Background: an optimization exercise with open tools, aiming at small area, a short achievable clock period and few clock cycles per item. Do not read the settings as production practice. RTL that was checked went through simulation tests only; none was proved equivalent to the original.

==> inputs of 12-19 <==
==> flow/design.v (excerpt) <==
module softsign_activation_top (
  input  logic                           clk,
  input  logic                           rst_n,
  input  logic                           in_tvalid,
  output logic                           in_tready,
  input  logic [ssa_pkg::SAMPLE_W-1:0]   in_tdata,
  output logic                           out_tvalid,
  input  logic                           out_tready,
  output logic [ssa_pkg::RESULT_W-1:0]   out_tdata,
  input  logic                           cfg_psel,
  input  logic                           cfg_penable,
  input  logic                           cfg_pwrite,
  input  logic [ssa_pkg::CFG_ADDR_W-1:0] cfg_paddr,
  input  logic [ssa_pkg::CFG_DATA_W-1:0] cfg_pwdata,
  output logic [ssa_pkg::CFG_DATA_W-1:0] cfg_prdata,
  output logic                           cfg_pready
);
  localparam int STEPS_PER_REG = 2;
  localparam int NS  = ssa_pkg::DIV_STEPS;
  localparam int DW  = ssa_pkg::DEN_W;
  function automatic integer roff(input integer j);
    roff = 17 * j + (j * (j - 1)) / 2;
  endfunction
  function automatic integer qoff(input integer j);
    qoff = (j * (j - 1)) / 2;
  endfunction
  logic mode;
  logic adv;
  logic [NS:0]              vld_c, mode_c, neg_c;
  logic [roff(NS+1)-1:0]    rem_c;
  logic [(NS+1)*DW-1:0]     den_c;
  logic [qoff(NS+1)-1:0]    quo_c;
  assign in_tready = adv;
  ssa_cfg u_cfg (
    .clk         (clk),
    .rst_n       (rst_n),
    .cfg_psel    (cfg_psel),
    .cfg_penable (cfg_penable),
    .cfg_pwrite  (cfg_pwrite),
    .cfg_paddr   (cfg_paddr),
    .cfg_pwdata  (cfg_pwdata),
    .cfg_prdata  (cfg_prdata),
    .cfg_pready  (cfg_pready),
    .mode        (mode)
  );
  ssa_front u_front (
    .clk    (clk),
    .rst_n  (rst_n),
    .adv    (adv),
    .in_vld (in_tvalid),
    .sample (in_tdata),
    .mode   (mode),
    .vld_o  (vld_c[0]),
    .mode_o (mode_c[0]),
    .neg_o  (neg_c[0]),
  ...
==> flow/config.mk <==
export PLATFORM = sky130hd
export DESIGN_NAME = softsign_activation_top
export DESIGN_NICKNAME = softsign_activation_top
export VERILOG_FILES = /design/flow/design.v
export SDC_FILE = /design/flow/constraint.sdc
export NUM_CORES = 4
export LEC_CHECK = 0
export ABC_CLOCK_PERIOD_IN_PS = 3500
export CAP_MARGIN = 20
export CORE_MARGIN = 2
export CORE_UTILIZATION = 40
export SETUP_SLACK_MARGIN = 3.0
export SLEW_MARGIN = 20
==> flow/constraint.sdc <==
create_clock -name core_clock -period 6.5 [get_ports {clk}]
set_input_delay 1.3000 -clock core_clock [delete_from_list [all_inputs] [get_ports {clk}]]
set_output_delay 1.3000 -clock core_clock [all_outputs]
set_load 0.01 [all_outputs]
run.sh (not shown) runs the stock make flow with config.mk's settings and CLKGATE_MAP_FILE= SYNTH_SCRIPT=/design/flow/synth_recipe.tcl, a recipe that flattens the netlist after the stock synthesis.
==> 08-14: changes against 12-19 <==
--- a/flow/config.mk
+++ b/flow/config.mk
@@ -6,8 +6,6 @@
 export NUM_CORES = 4
 export LEC_CHECK = 0
-export ABC_CLOCK_PERIOD_IN_PS = 3500
 export CAP_MARGIN = 20
 export CORE_MARGIN = 2
 export CORE_UTILIZATION = 40
-export SETUP_SLACK_MARGIN = 3.0
 export SLEW_MARGIN = 20
==> flow_metrics.tcl <==
set metrics [dict create \
    dp_hpwl_um 74500 \
    status "no timing/DRC/antenna violations" \
    startpoint "g_step[3].g_reg.den_r[1]" \
    clkLatencyLatePin_ns 0.64 \
    met3_usage 0.0196 \
    final_cell_mix "edfxtp_1 (626), ha_1 (472), inv_1 (441)" \
    period_share 0.953 \
    slew_headroom 0.364 \
]
Source of the figures above: 08-14

==> flow_metrics.tcl <==
set metrics [dict create \
    status "no timing/DRC/antenna violations" \
    final_cell_mix "edfxtp_1 (626), inv_1 (372), ha_1 (367)" \
    met3_usage 0.0181 \
    cp_max_fo 8 \
    startpoint "g_step[11].g_reg.den_r[5]" \
    dp_hpwl_um 73700 \
    clkLatencyLatePin_ns 0.63 \
    dominant_cells "multi-input combinational cells" \
    place_congestion 0.909 \
]
Source of the figures above: 12-19

No functional check of the RTL was part of any run of this note.

---

==> inputs of run Y <==
softsign_activation_top, a different RTL version from the one above (not shown whole).
==> flow/config.mk <==
export PLATFORM = sky130hd
export DESIGN_NAME = softsign_activation_top
export DESIGN_NICKNAME = softsign_activation_top
export VERILOG_FILES = /design/flow/design.v
export SDC_FILE = /design/flow/constraint.sdc
export NUM_CORES = 4
export LEC_CHECK = 0
export CAP_MARGIN = 20
export CORE_MARGIN = 2
export CORE_UTILIZATION = 40
export SETUP_SLACK_MARGIN = 1.5
export SLEW_MARGIN = 20
==> flow/constraint.sdc <==
create_clock -name core_clock -period 6.5 [get_ports {clk}]
set_input_delay 1.3000 -clock core_clock [delete_from_list [all_inputs] [get_ports {clk}]]
set_output_delay 1.3000 -clock core_clock [all_outputs]
set_load 0.01 [all_outputs]
==> run Z (differences from run Y) <==
--- a/flow/design.v
+++ b/flow/design.v
@@ -54,15 +54,15 @@
   input  logic                         rst_n,
   input  logic                         adv,
   input  logic                         in_vld,
   input  logic [ssa_pkg::SAMPLE_W-1:0] sample,
   input  logic                         mode,
   output logic                         vld_o,
-  output logic                         mode_o,
   output logic                         neg_o,
-  output logic                         act_o,
+  output logic                         sub_o,
+  output logic                         add_o,
   output logic                         q_o,
   output logic [18:0]                  rem_o,
   output logic [ssa_pkg::DEN_W-1:0]    den_o
 );
   logic        v1, mode1, neg1;
   logic [15:0] m1, d1;
@@ -122,15 +122,15 @@
     end else if (adv) begin
       vld_o <= v2;
     end
   end
   always_ff @(posedge clk) begin
     if (adv) begin
-      mode_o <= mode2;
-      neg_o  <= neg2;
-      act_o  <= act1;
+      neg_o  <= neg2 & ~mode2;
+      sub_o  <= act1 & ~r1[18];
+      add_o  <= act1 & r1[18];
       den_o  <= ps + pc;
       rem_o  <= r1;
       q_o    <= ~r1[18] & (act0 | ~mode2);
     end
   end
 endmodule
@@ -401,57 +401,59 @@
   assign pc[30] = d[15];
   assign ps[31] = 1'b0;
   assign pc[31] = 1'b0;
 endmodule
 `timescale 1ns / 1ps
 module ssa_div_stage #(
-  parameter int RW = 18
+  parameter int RW = 19
 ) (
   input  logic [RW-1:0]             rem_i,
   input  logic [ssa_pkg::DEN_W-1:0] den,
-  input  logic                      act,
+  input  logic                      sub,
+  input  logic                      add,
   output logic [RW:0]               rem_o,
   output logic                      q,
-  output logic                      act_o
+  output logic                      sub_o,
+  output logic                      add_o
 );
   logic [RW:0] op;
-  logic        sub;
+  logic        act_o;
   generate
     if (RW >= ssa_pkg::DEN_W) begin : g_full
       assign op = (RW+1)'(den);
     end else begin : g_part
       assign op = {1'b0, den[RW-1:0]};
     end
     if (RW + 1 >= ssa_pkg::DEN_W) begin : g_act_full
       assign act_o = 1'b1;
     end else begin : g_act_part
       assign act_o = ~|den[ssa_pkg::DEN_W-1:RW+1];
     end
   endgenerate
-  assign sub   = act & ~rem_i[RW-1];
-  assign rem_o = {rem_i, 1'b0} + ((sub ? ~op : (act ? op : '0))) + (RW+1)'(sub);
-  assign q     = act & ~rem_o[RW];
+  assign rem_o = {rem_i, 1'b0} + ((sub ? ~op : '0) | (add ? op : '0)) + (RW+1)'(sub);
+  assign q     = (sub | add) & ~rem_o[RW];
+  assign sub_o = act_o & ~rem_o[RW];
+  assign add_o = act_o & rem_o[RW];
 endmodule
 `timescale 1ns / 1ps
 module ssa_back (
   input  logic                         clk,
   input  logic                         rst_n,
   input  logic                         vld_i,
-  input  logic                         mode_i,
   input  logic                         neg_i,
   input  logic [14:0]                  quo_i,
   output logic                         adv,
   output logic                         out_vld,
   input  logic                         out_rdy,
   output logic [ssa_pkg::RESULT_W-1:0] out_data
 );
   logic                         ovld, svld, adv_r;
   logic [ssa_pkg::RESULT_W-1:0] odata, sdata;
   logic [ssa_pkg::RESULT_W-1:0] res;
   logic                         pop, push;
-  assign res  = (neg_i && !mode_i) ? 16'(-{1'b0, quo_i}) : {1'b0, quo_i};
+  assign res  = neg_i ? 16'(-{1'b0, quo_i}) : {1'b0, quo_i};
   assign adv  = adv_r;
   assign pop  = ovld && out_rdy;
   assign push = adv && vld_i;
   always_ff @(posedge clk) begin
     if (!rst_n) begin
       ovld  <= 1'b0;
@@ -497,24 +499,24 @@
   input  logic                           cfg_pwrite,
   input  logic [ssa_pkg::CFG_ADDR_W-1:0] cfg_paddr,
   input  logic [ssa_pkg::CFG_DATA_W-1:0] cfg_pwdata,
   output logic [ssa_pkg::CFG_DATA_W-1:0] cfg_prdata,
   output logic                           cfg_pready
 );
-  localparam int STEPS_PER_REG = 2;
+  localparam int STEPS_PER_REG = 1;
   localparam int NS  = ssa_pkg::DIV_STEPS;
   localparam int DW  = ssa_pkg::DEN_W;
   function automatic integer roff(input integer j);
     roff = 18 * j + (j * (j - 1)) / 2;
   endfunction
   function automatic integer qoff(input integer j);
     qoff = (j * (j - 1)) / 2;
   endfunction
   logic mode;
   logic adv;
-  logic [NS:0]              vld_c, mode_c, neg_c, act_c;
+  logic [NS:0]              vld_c, neg_c, sub_c, add_c;
   logic [roff(NS+1)-1:0]    rem_c;
   logic [(NS+1)*DW-1:0]     den_c;
   logic [qoff(NS+1)-1:0]    quo_c;
   assign in_tready = adv;
   ssa_cfg u_cfg (
     .clk         (clk),
@@ -533,88 +535,84 @@
     .rst_n  (rst_n),
     .adv    (adv),
     .in_vld (in_tvalid),
     .sample (in_tdata),
     .mode   (mode),
     .vld_o  (vld_c[1]),
-    .mode_o (mode_c[1]),
     .neg_o  (neg_c[1]),
-    .act_o  (act_c[1]),
+    .sub_o  (sub_c[1]),
+    .add_o  (add_c[1]),
     .q_o    (quo_c[qoff(1)]),
     .rem_o  (rem_c[roff(1) +: 19]),
     .den_o  (den_c[DW +: DW])
   );
-  assign vld_c[0]  = 1'b0;
-  assign mode_c[0] = 1'b0;
-  assign neg_c[0]  = 1'b0;
-  assign act_c[0]  = 1'b0;
+  assign vld_c[0] = 1'b0;
+  assign neg_c[0] = 1'b0;
+  assign sub_c[0] = 1'b0;
+  assign add_c[0] = 1'b0;
   assign rem_c[0 +: 18] = '0;
   assign den_c[0 +: DW] = '0;
   for (genvar j = 1; j < NS; j++) begin : g_step
     localparam int RW = 18 + j;
     logic [RW:0]   rem_n;
-    logic          qb;
-    logic          act_n;
+    logic          qb, sub_n, add_n;
     logic [j:0]    quo_n;
     ssa_div_stage #(.RW(RW)) u_div (
       .rem_i (rem_c[roff(j) +: RW]),
       .den   (den_c[j*DW +: DW]),
-      .act   (act_c[j]),
+      .sub   (sub_c[j]),
+      .add   (add_c[j]),
       .rem_o (rem_n),
       .q     (qb),
-      .act_o (act_n)
+      .sub_o (sub_n),
+      .add_o (add_n)
     );
-    if (j == 0) begin : g_q0
-      assign quo_n = qb;
-    end else begin : g_qn
-      assign quo_n = {quo_c[qoff(j) +: j], qb};
-    end
+    assign quo_n = {quo_c[qoff(j) +: j], qb};
     if (((j + 1) % STEPS_PER_REG == 0) || (j == NS - 1)) begin : g_reg
-      logic          vld_r, mode_r, neg_r, act_r;
+      logic          vld_r, neg_r, sub_r, add_r;
       logic [RW:0]   rem_r;
       logic [DW-1:0] den_r;
       logic [j:0]    quo_r;
       always_ff @(posedge clk) begin
         if (!rst_n) begin
           vld_r <= 1'b0;
         end else if (adv) begin
           vld_r <= vld_c[j];
         end
       end
       always_ff @(posedge clk) begin
         if (adv) begin
-          mode_r <= mode_c[j];
           neg_r  <= neg_c[j];
-          act_r  <= act_n;
+          sub_r  <= sub_n;
+          add_r  <= add_n;
           rem_r  <= rem_n;
           den_r  <= den_c[j*DW +: DW];
           quo_r  <= quo_n;
         end
       end
       assign vld_c[j+1]                 = vld_r;
-      assign mode_c[j+1]                = mode_r;
       assign neg_c[j+1]                 = neg_r;
-      assign act_c[j+1]                 = act_r;
+      assign sub_c[j+1]                 = sub_r;
+      assign add_c[j+1]                 = add_r;
       assign rem_c[roff(j+1) +: RW + 1] = rem_r;
       assign den_c[(j+1)*DW +: DW]      = den_r;
       assign quo_c[qoff(j+1) +: j + 1]  = quo_r;
     end else begin : g_comb
       assign vld_c[j+1]                 = vld_c[j];
-      assign mode_c[j+1]                = mode_c[j];
       assign neg_c[j+1]                 = neg_c[j];
-      assign act_c[j+1]                 = act_n;
+      assign sub_c[j+1]                 = sub_n;
+      assign add_c[j+1]                 = add_n;
       assign rem_c[roff(j+1) +: RW + 1] = rem_n;
       assign den_c[(j+1)*DW +: DW]      = den_c[j*DW +: DW];
       assign quo_c[qoff(j+1) +: j + 1]  = quo_n;
     end
   end
   ssa_back u_back (
     .clk      (clk),
     .rst_n    (rst_n),
     .vld_i    (vld_c[NS]),
-    .mode_i   (mode_c[NS]),
     .neg_i    (neg_c[NS]),
     .quo_i    (quo_c[qoff(NS) +: NS]),
     .adv      (adv),
     .out_vld  (out_tvalid),
     .out_rdy  (out_tready),
     .out_data (out_tdata)
- ABC_AREA: unset -> 1
- SETUP_SLACK_MARGIN: 1.5 -> 3.25
==> results.txt <==
Slew Limit Headroom: run Y 0.3467; run Z 0.3165
Post-placement worst setup slack: run Y -0.05069 ns; run Z 3.014 ns
Horiz. Die Dim: run Y 352.2 µm; run Z 401.1 µm
Number of signal-net inverters in the final layout: run Y 271; run Z 626
Most common cell after layout, fill and taps aside: run Y sky130_fd_sc_hd__edfxtp_1; run Z sky130_fd_sc_hd__nand2_1
Capture instance of the worst register-to-register path: run Y g_step[13].g_reg.rem_r[29]$_DFFE_PP_; run Z u_front.pc[19]$_SDFFCE_PN0P_
Number of nets in the layout: run Y 5,525; run Z 7,272
WP buf/inv: run Y 5; run Z 4
ClkCell Share: run Y 0.04146; run Z 0.05623
Placed cell count: run Y 6,308; run Z 8,533
Flip-flop and latch area: run Y 20,110 µm²; run Z 32,420 µm²
Post-synthesis share of cell area spent on xor and xnor gates: run Y 0.1252; run Z 0.04796
Post-synth EDFFs: run Y 659; run Z 1,065
Largest register FFs: run Y 217; run Z 403
Vias per std cell: run Y 5.074; run Z 5.156
Worst Path Required: run Y 6.89 ns; run Z 7.01 ns
Die Y-Extent: run Y 352.2 µm; run Z 401.1 µm
Run status: run Y no timing/DRC/antenna violations; run Z no timing/DRC/antenna violations
Estimated wirelength of the detail-placed design: run Y 75,660 µm; run Z 122,300 µm
Launch instance of the worst min-delay path: run Y g_step[13].g_reg.neg_r$_DFFE_PP_; run Z g_step[12].g_reg.quo_r[5]$_DFFE_PP_
Max-area cell class: run Y multi-input combinational cells; run Z sequential cells
Testbench counts of run Z, summed over its fixed seeds: cycles 16,288, items 16,000.
Function not checked in run Y: the RTL went through the layout flow alone.

---

==> exp/raven <==
Another version of the RTL of softsign_activation_top (not shown whole).
Design softsign_activation_top, start of the top module:
module softsign_activation_top (
  input  logic                           clk,
  input  logic                           rst_n,
  input  logic                           in_tvalid,
  output logic                           in_tready,
  input  logic [ssa_pkg::SAMPLE_W-1:0]   in_tdata,
  output logic                           out_tvalid,
  input  logic                           out_tready,
  output logic [ssa_pkg::RESULT_W-1:0]   out_tdata,
  input  logic                           cfg_psel,
  input  logic                           cfg_penable,
  input  logic                           cfg_pwrite,
  input  logic [ssa_pkg::CFG_ADDR_W-1:0] cfg_paddr,
  input  logic [ssa_pkg::CFG_DATA_W-1:0] cfg_pwdata,
  output logic [ssa_pkg::CFG_DATA_W-1:0] cfg_prdata,
  output logic                           cfg_pready
);
  localparam int STEPS_PER_REG = 1;
  localparam int NS  = ssa_pkg::DIV_STEPS;
  localparam int DW  = ssa_pkg::DEN_W;
  function automatic integer roff(input integer j);
    roff = 17 * j + (j * (j - 1)) / 2;
  endfunction
  function automatic integer qoff(input integer j);
    qoff = (j * (j - 1)) / 2;
  endfunction
  logic mode;
  logic adv;
  logic [NS:0]              vld_c, mode_c, neg_c;
  logic [roff(NS+1)-1:0]    rem_c;
  logic [(NS+1)*DW-1:0]     den_c;
  logic [qoff(NS+1)-1:0]    quo_c;
  assign in_tready = adv;
  ssa_cfg u_cfg (
    .clk         (clk),
    .rst_n       (rst_n),
    .cfg_psel    (cfg_psel),
    .cfg_penable (cfg_penable),
    .cfg_pwrite  (cfg_pwrite),
    .cfg_paddr   (cfg_paddr),
    .cfg_pwdata  (cfg_pwdata),
    .cfg_prdata  (cfg_prdata),
    .cfg_pready  (cfg_pready),
    .mode        (mode)
  );
  ssa_front u_front (
    .clk    (clk),
    .rst_n  (rst_n),
    .adv    (adv),
    .in_vld (in_tvalid),
    .sample (in_tdata),
    .mode   (mode),
    .vld_o  (vld_c[0]),
    .mode_o (mode_c[0]),
    .neg_o  (neg_c[0]),
    .rem_o  (rem_c[0 +: 17]),
    .den_o  (den_c[0 +: DW])
  );
  for (genvar j = 0; j < NS; j++) begin : g_step
  ...
export LEC_CHECK = 0
export CAP_MARGIN = 20
export CORE_MARGIN = 2
export CORE_UTILIZATION = 40
export SLEW_MARGIN = 20
create_clock -name core_clock -period 6.5 [get_ports {clk}]
==> inputs of exp/lagoon, as changes to exp/raven <==
--- a/flow/design.v
+++ b/flow/design.v
@@ -57,97 +57,94 @@
   input  logic                         in_vld,
   input  logic [ssa_pkg::SAMPLE_W-1:0] sample,
   input  logic                         mode,
   output logic                         vld_o,
   output logic                         mode_o,
   output logic                         neg_o,
-  output logic [16:0]                  rem_o,
+  output logic [17:0]                  rem_o,
   output logic [ssa_pkg::DEN_W-1:0]    den_o
 );
   logic        v1, mode1, neg1;
-  logic [15:0] m1;
+  logic [15:0] m1, d1;
+  assign m1 = sample[15] ? 16'(-sample) : sample;
   always_ff @(posedge clk) begin
     if (!rst_n) begin
       v1 <= 1'b0;
     end else if (adv) begin
       v1 <= in_vld;
     end
   end
   always_ff @(posedge clk) begin
     if (adv) begin
       mode1 <= mode;
       neg1  <= sample[15];
-      m1    <= sample[15] ? 16'(-sample) : sample;
+      d1    <= {m1[15:8] + 8'd1, m1[7:0]};
     end
   end
-  logic [7:0]  dh;
   logic        v2, mode2, neg2;
   logic [14:0] p_hh;
   logic [15:0] p_hl;
   logic [15:0] p_ll;
-  assign dh = m1[15:8] + 8'd1;
   always_ff @(posedge clk) begin
     if (!rst_n) begin
       v2 <= 1'b0;
     end else if (adv) begin
       v2 <= v1;
     end
   end
   always_ff @(posedge clk) begin
     if (adv) begin
       mode2 <= mode1;
       neg2  <= neg1;
-      p_hh  <= 15'(dh * dh);
-      p_hl  <= 16'(dh * m1[7:0]);
-      p_ll  <= mode1 ? 16'(m1[7:0] * m1[7:0]) : m1;
+      p_hh  <= 15'(d1[15:8] * d1[15:8]);
+      p_hl  <= 16'(d1[15:8] * d1[7:0]);
+      p_ll  <= mode1 ? 16'(d1[7:0] * d1[7:0]) : d1;
     end
   end
   logic [ssa_pkg::DEN_W-1:0] dsq;
-  logic [15:0]               dv;
   assign dsq = {p_hh, 16'd0} + {6'd0, p_hl, 9'd0} + {15'd0, p_ll};
-  assign dv  = {p_ll[15:8] + 8'd1, p_ll[7:0]};
   always_ff @(posedge clk) begin
     if (!rst_n) begin
       vld_o <= 1'b0;
     end else if (adv) begin
       vld_o <= v2;
     end
   end
   always_ff @(posedge clk) begin
     if (adv) begin
       mode_o <= mode2;
       neg_o  <= neg2;
-      den_o  <= mode2 ? dsq : {15'd0, dv};
-      rem_o  <= mode2 ? 17'h1_0000 : {1'b0, p_ll};
+      den_o  <= mode2 ? dsq : {15'd0, p_ll};
+      rem_o  <= mode2 ? 18'h1_0000 : {2'b00, p_ll[15:8] - 8'd1, p_ll[7:0]};
     end
   end
 endmodule
 `timescale 1ns / 1ps
 module ssa_div_stage #(
-  parameter int RW = 17
+  parameter int RW = 18
 ) (
-  input  logic [RW-1:0]               rem_i,
-  input  logic [ssa_pkg::DEN_W-1:0]   den,
-  output logic [RW:0]                 rem_o,
-  output logic                        q
+  input  logic [RW-1:0]             rem_i,
+  input  logic [ssa_pkg::DEN_W-1:0] den,
+  output logic [RW:0]               rem_o,
+  output logic                      q
 );
-  logic [RW:0]   part;
-  logic [RW+1:0] diff;
-  logic          hi_zero;
-  assign part = {rem_i, 1'b0};
+  logic          act;
+  logic [RW:0]   op;
+  logic          sub;
   generate
-    if (RW + 1 >= ssa_pkg::DEN_W) begin : g_full
-      assign hi_zero = 1'b1;
-      assign diff    = {1'b0, part} - {{(RW+2-ssa_pkg::DEN_W){1'b0}}, den};
+    if (RW >= ssa_pkg::DEN_W) begin : g_full
+      assign act = 1'b1;
+      assign op  = (RW+1)'(den);
     end else begin : g_part
-      assign hi_zero = ~|den[ssa_pkg::DEN_W-1:RW+1];
-      assign diff    = {1'b0, part} - {1'b0, den[RW:0]};
+      assign act = ~|den[ssa_pkg::DEN_W-1:RW];
+      assign op  = {1'b0, den[RW-1:0]};
     end
   endgenerate
-  assign q     = hi_zero & ~diff[RW+1];
-  assign rem_o = q ? diff[RW:0] : part;
+  assign sub   = act & ~rem_i[RW-1];
+  assign rem_o = {rem_i, 1'b0} + ((sub ? ~op : (act ? op : '0))) + (RW+1)'(sub);
+  assign q     = act & ~rem_o[RW];
 endmodule
 `timescale 1ns / 1ps
 module ssa_back (
   input  logic                         clk,
   input  logic                         rst_n,
   input  logic                         vld_i,
@@ -209,17 +206,17 @@
   input  logic                           cfg_pwrite,
   input  logic [ssa_pkg::CFG_ADDR_W-1:0] cfg_paddr,
   input  logic [ssa_pkg::CFG_DATA_W-1:0] cfg_pwdata,
   output logic [ssa_pkg::CFG_DATA_W-1:0] cfg_prdata,
   output logic                           cfg_pready
 );
-  localparam int STEPS_PER_REG = 1;
+  localparam int STEPS_PER_REG = 2;
   localparam int NS  = ssa_pkg::DIV_STEPS;
   localparam int DW  = ssa_pkg::DEN_W;
   function automatic integer roff(input integer j);
-    roff = 17 * j + (j * (j - 1)) / 2;
+    roff = 18 * j + (j * (j - 1)) / 2;
   endfunction
   function automatic integer qoff(input integer j);
     qoff = (j * (j - 1)) / 2;
   endfunction
   logic mode;
   logic adv;
@@ -247,17 +244,17 @@
     .in_vld (in_tvalid),
     .sample (in_tdata),
     .mode   (mode),
     .vld_o  (vld_c[0]),
     .mode_o (mode_c[0]),
     .neg_o  (neg_c[0]),
-    .rem_o  (rem_c[0 +: 17]),
+    .rem_o  (rem_c[0 +: 18]),
     .den_o  (den_c[0 +: DW])
   );
   for (genvar j = 0; j < NS; j++) begin : g_step
-    localparam int RW = 17 + j;
+    localparam int RW = 18 + j;
     logic [RW:0]   rem_n;
     logic          qb;
     logic [j:0]    quo_n;
     ssa_div_stage #(.RW(RW)) u_div (
       .rem_i (rem_c[roff(j) +: RW]),
       .den   (den_c[j*DW +: DW]),
==> inputs of exp/delta, as changes to exp/raven <==
--- a/flow/design.v
+++ b/flow/design.v
@@ -57,97 +57,94 @@
   input  logic                         in_vld,
   input  logic [ssa_pkg::SAMPLE_W-1:0] sample,
   input  logic                         mode,
   output logic                         vld_o,
   output logic                         mode_o,
   output logic                         neg_o,
-  output logic [16:0]                  rem_o,
+  output logic [17:0]                  rem_o,
   output logic [ssa_pkg::DEN_W-1:0]    den_o
 );
   logic        v1, mode1, neg1;
-  logic [15:0] m1;
+  logic [15:0] m1, d1;
+  assign m1 = sample[15] ? 16'(-sample) : sample;
   always_ff @(posedge clk) begin
     if (!rst_n) begin
       v1 <= 1'b0;
     end else if (adv) begin
       v1 <= in_vld;
     end
   end
   always_ff @(posedge clk) begin
     if (adv) begin
       mode1 <= mode;
       neg1  <= sample[15];
-      m1    <= sample[15] ? 16'(-sample) : sample;
+      d1    <= {m1[15:8] + 8'd1, m1[7:0]};
     end
   end
-  logic [7:0]  dh;
   logic        v2, mode2, neg2;
   logic [14:0] p_hh;
   logic [15:0] p_hl;
   logic [15:0] p_ll;
-  assign dh = m1[15:8] + 8'd1;
   always_ff @(posedge clk) begin
     if (!rst_n) begin
       v2 <= 1'b0;
     end else if (adv) begin
       v2 <= v1;
     end
   end
   always_ff @(posedge clk) begin
     if (adv) begin
       mode2 <= mode1;
       neg2  <= neg1;
-      p_hh  <= 15'(dh * dh);
-      p_hl  <= 16'(dh * m1[7:0]);
-      p_ll  <= mode1 ? 16'(m1[7:0] * m1[7:0]) : m1;
+      p_hh  <= 15'(d1[15:8] * d1[15:8]);
+      p_hl  <= 16'(d1[15:8] * d1[7:0]);
+      p_ll  <= mode1 ? 16'(d1[7:0] * d1[7:0]) : d1;
     end
   end
   logic [ssa_pkg::DEN_W-1:0] dsq;
-  logic [15:0]               dv;
   assign dsq = {p_hh, 16'd0} + {6'd0, p_hl, 9'd0} + {15'd0, p_ll};
-  assign dv  = {p_ll[15:8] + 8'd1, p_ll[7:0]};
   always_ff @(posedge clk) begin
     if (!rst_n) begin
       vld_o <= 1'b0;
     end else if (adv) begin
       vld_o <= v2;
     end
   end
   always_ff @(posedge clk) begin
     if (adv) begin
       mode_o <= mode2;
       neg_o  <= neg2;
-      den_o  <= mode2 ? dsq : {15'd0, dv};
-      rem_o  <= mode2 ? 17'h1_0000 : {1'b0, p_ll};
+      den_o  <= mode2 ? dsq : {15'd0, p_ll};
+      rem_o  <= mode2 ? 18'h1_0000 : {2'b00, p_ll[15:8] - 8'd1, p_ll[7:0]};
     end
   end
 endmodule
 `timescale 1ns / 1ps
 module ssa_div_stage #(
-  parameter int RW = 17
+  parameter int RW = 18
 ) (
-  input  logic [RW-1:0]               rem_i,
-  input  logic [ssa_pkg::DEN_W-1:0]   den,
-  output logic [RW:0]                 rem_o,
-  output logic                        q
+  input  logic [RW-1:0]             rem_i,
+  input  logic [ssa_pkg::DEN_W-1:0] den,
+  output logic [RW:0]               rem_o,
+  output logic                      q
 );
-  logic [RW:0]   part;
-  logic [RW+1:0] diff;
-  logic          hi_zero;
-  assign part = {rem_i, 1'b0};
+  logic          act;
+  logic [RW:0]   op;
+  logic          sub;
   generate
-    if (RW + 1 >= ssa_pkg::DEN_W) begin : g_full
-      assign hi_zero = 1'b1;
-      assign diff    = {1'b0, part} - {{(RW+2-ssa_pkg::DEN_W){1'b0}}, den};
+    if (RW >= ssa_pkg::DEN_W) begin : g_full
+      assign act = 1'b1;
+      assign op  = (RW+1)'(den);
     end else begin : g_part
-      assign hi_zero = ~|den[ssa_pkg::DEN_W-1:RW+1];
-      assign diff    = {1'b0, part} - {1'b0, den[RW:0]};
+      assign act = ~|den[ssa_pkg::DEN_W-1:RW];
+      assign op  = {1'b0, den[RW-1:0]};
     end
   endgenerate
-  assign q     = hi_zero & ~diff[RW+1];
-  assign rem_o = q ? diff[RW:0] : part;
+  assign sub   = act & ~rem_i[RW-1];
+  assign rem_o = {rem_i, 1'b0} + ((sub ? ~op : (act ? op : '0))) + (RW+1)'(sub);
+  assign q     = act & ~rem_o[RW];
 endmodule
 `timescale 1ns / 1ps
 module ssa_back (
   input  logic                         clk,
   input  logic                         rst_n,
   input  logic                         vld_i,
@@ -213,13 +210,13 @@
   output logic                           cfg_pready
 );
   localparam int STEPS_PER_REG = 1;
   localparam int NS  = ssa_pkg::DIV_STEPS;
   localparam int DW  = ssa_pkg::DEN_W;
   function automatic integer roff(input integer j);
-    roff = 17 * j + (j * (j - 1)) / 2;
+    roff = 18 * j + (j * (j - 1)) / 2;
   endfunction
   function automatic integer qoff(input integer j);
     qoff = (j * (j - 1)) / 2;
   endfunction
   logic mode;
   logic adv;
@@ -247,17 +244,17 @@
     .in_vld (in_tvalid),
     .sample (in_tdata),
     .mode   (mode),
     .vld_o  (vld_c[0]),
     .mode_o (mode_c[0]),
     .neg_o  (neg_c[0]),
-    .rem_o  (rem_c[0 +: 17]),
+    .rem_o  (rem_c[0 +: 18]),
     .den_o  (den_c[0 +: DW])
   );
   for (genvar j = 0; j < NS; j++) begin : g_step
-    localparam int RW = 17 + j;
+    localparam int RW = 18 + j;
     logic [RW:0]   rem_n;
     logic          qb;
     logic [j:0]    quo_n;
     ssa_div_stage #(.RW(RW)) u_div (
       .rem_i (rem_c[roff(j) +: RW]),
       .den   (den_c[j*DW +: DW]),
==> qor summary <==
| metric | exp/raven | exp/delta | exp/lagoon |
|---|---|---|---|
| Outcome | no timing/DRC/antenna violations | no timing/DRC/antenna violations | no timing/DRC/antenna violations |
| Post-Synthesis Cell Area | 0.0618 mm² | 0.0623 mm² | 0.0483 mm² |
| Synth Area in Simple Gates | 8.78% | 10.0% | 12.5% |
| Post-DP HPWL | 79600 µm | 90500 µm | 85000 µm |
| Endpoint arrival time on the critical path | 6.06 ns | 5.86 ns | 6.77 ns |
| Number of CTS-inserted buffers | 120 | 116 | 74 |
| Area share of the largest cell type after synthesis | 52.2% | 52.4% | 39.4% |
| Buffers outside the clock class | 89 | 88 | 306 |
| Source of the worst hold timing path | g_step[6].g_reg.quo_r[6] | g_step[12].g_reg.quo_r[3] | g_step[1].g_reg.mode_r |
| Critical path buffers and inverters | 6 | 4 | 1 |
| Fraction of final layout cells sized beyond drive strength 1 | 8.78% | 5.79% | 10.4% |
| Timing endpoint of the critical path | u_front.p_hl[15] | u_front.p_hl[15] | g_step[1].g_reg.rem_r[16] |
| Number of multi-input logic gates | 3392 | 3705 | 3648 |
| Post_cts resized | 0 | 0 | 8 |
| Maximum number of pins on one net before global-route repair | 172 | 169 | 195 |
| Multiplexer share of the synthesized area | 4.21% | 0.670% | 0.863% |
| Fraction of area in non-clock buffers | 1.24% | 1.17% | 4.45% |
| Sequential cell count | 1095 | 1109 | 647 |
| Final Instance Area | 0.0687 mm² | 0.0691 mm² | 0.0551 mm² |
| Period utilization | 86.5% | 81.4% | 98.2% |
| Die area | 0.158 mm² | 0.159 mm² | 0.123 mm² |
| CP Depth | 22 | 17 | 32 |
No run of this note included a check of the RTL's function; only the layout flow was run.

-- separate check: timing with driven ports --
How much do the figures lean on ideal ports? The routed layouts below were timed once more, with nothing changed but the port constraints. Step 1 sets driving cells, clkbuf_16 on the clock port and buf_2 on the other inputs (assumed; they add their load-dependent delay and slew). Step 2 also shifts input and output timing later by t, the mid clock arrival at the registers, as if the neighbouring blocks saw the same clock. Three values: no drivers, after step 1, after step 2; two values: the first two.
run	t (ns)	setup slack, ns	worst slew at a driven data input, ns	cell pins on the clock port's net
12-19	0.688	0.850 / 0.850 / 0.850	0.05	1
08-14	0.690	0.305 / 0.305 / 0.305	0.07	1
run Y	0.702	0.443 / 0.443 / 0.443	0.07	1
run Z	0.808	3.355 / 3.341 / 2.941	0.04	1
exp/raven	0.782	0.876 / 0.876 / 0.876	0.04	1
exp/lagoon	0.706	0.120 / 0.120 / 0.120	0.09	1
exp/delta	0.798	1.207 / 1.207 / 1.207	0.03	1
After both steps setup and hold are still met in every run listed. For run Z, which loses most, drivers alone change the setup slack by -0.014 ns; drivers and shift together by -0.414 ns.
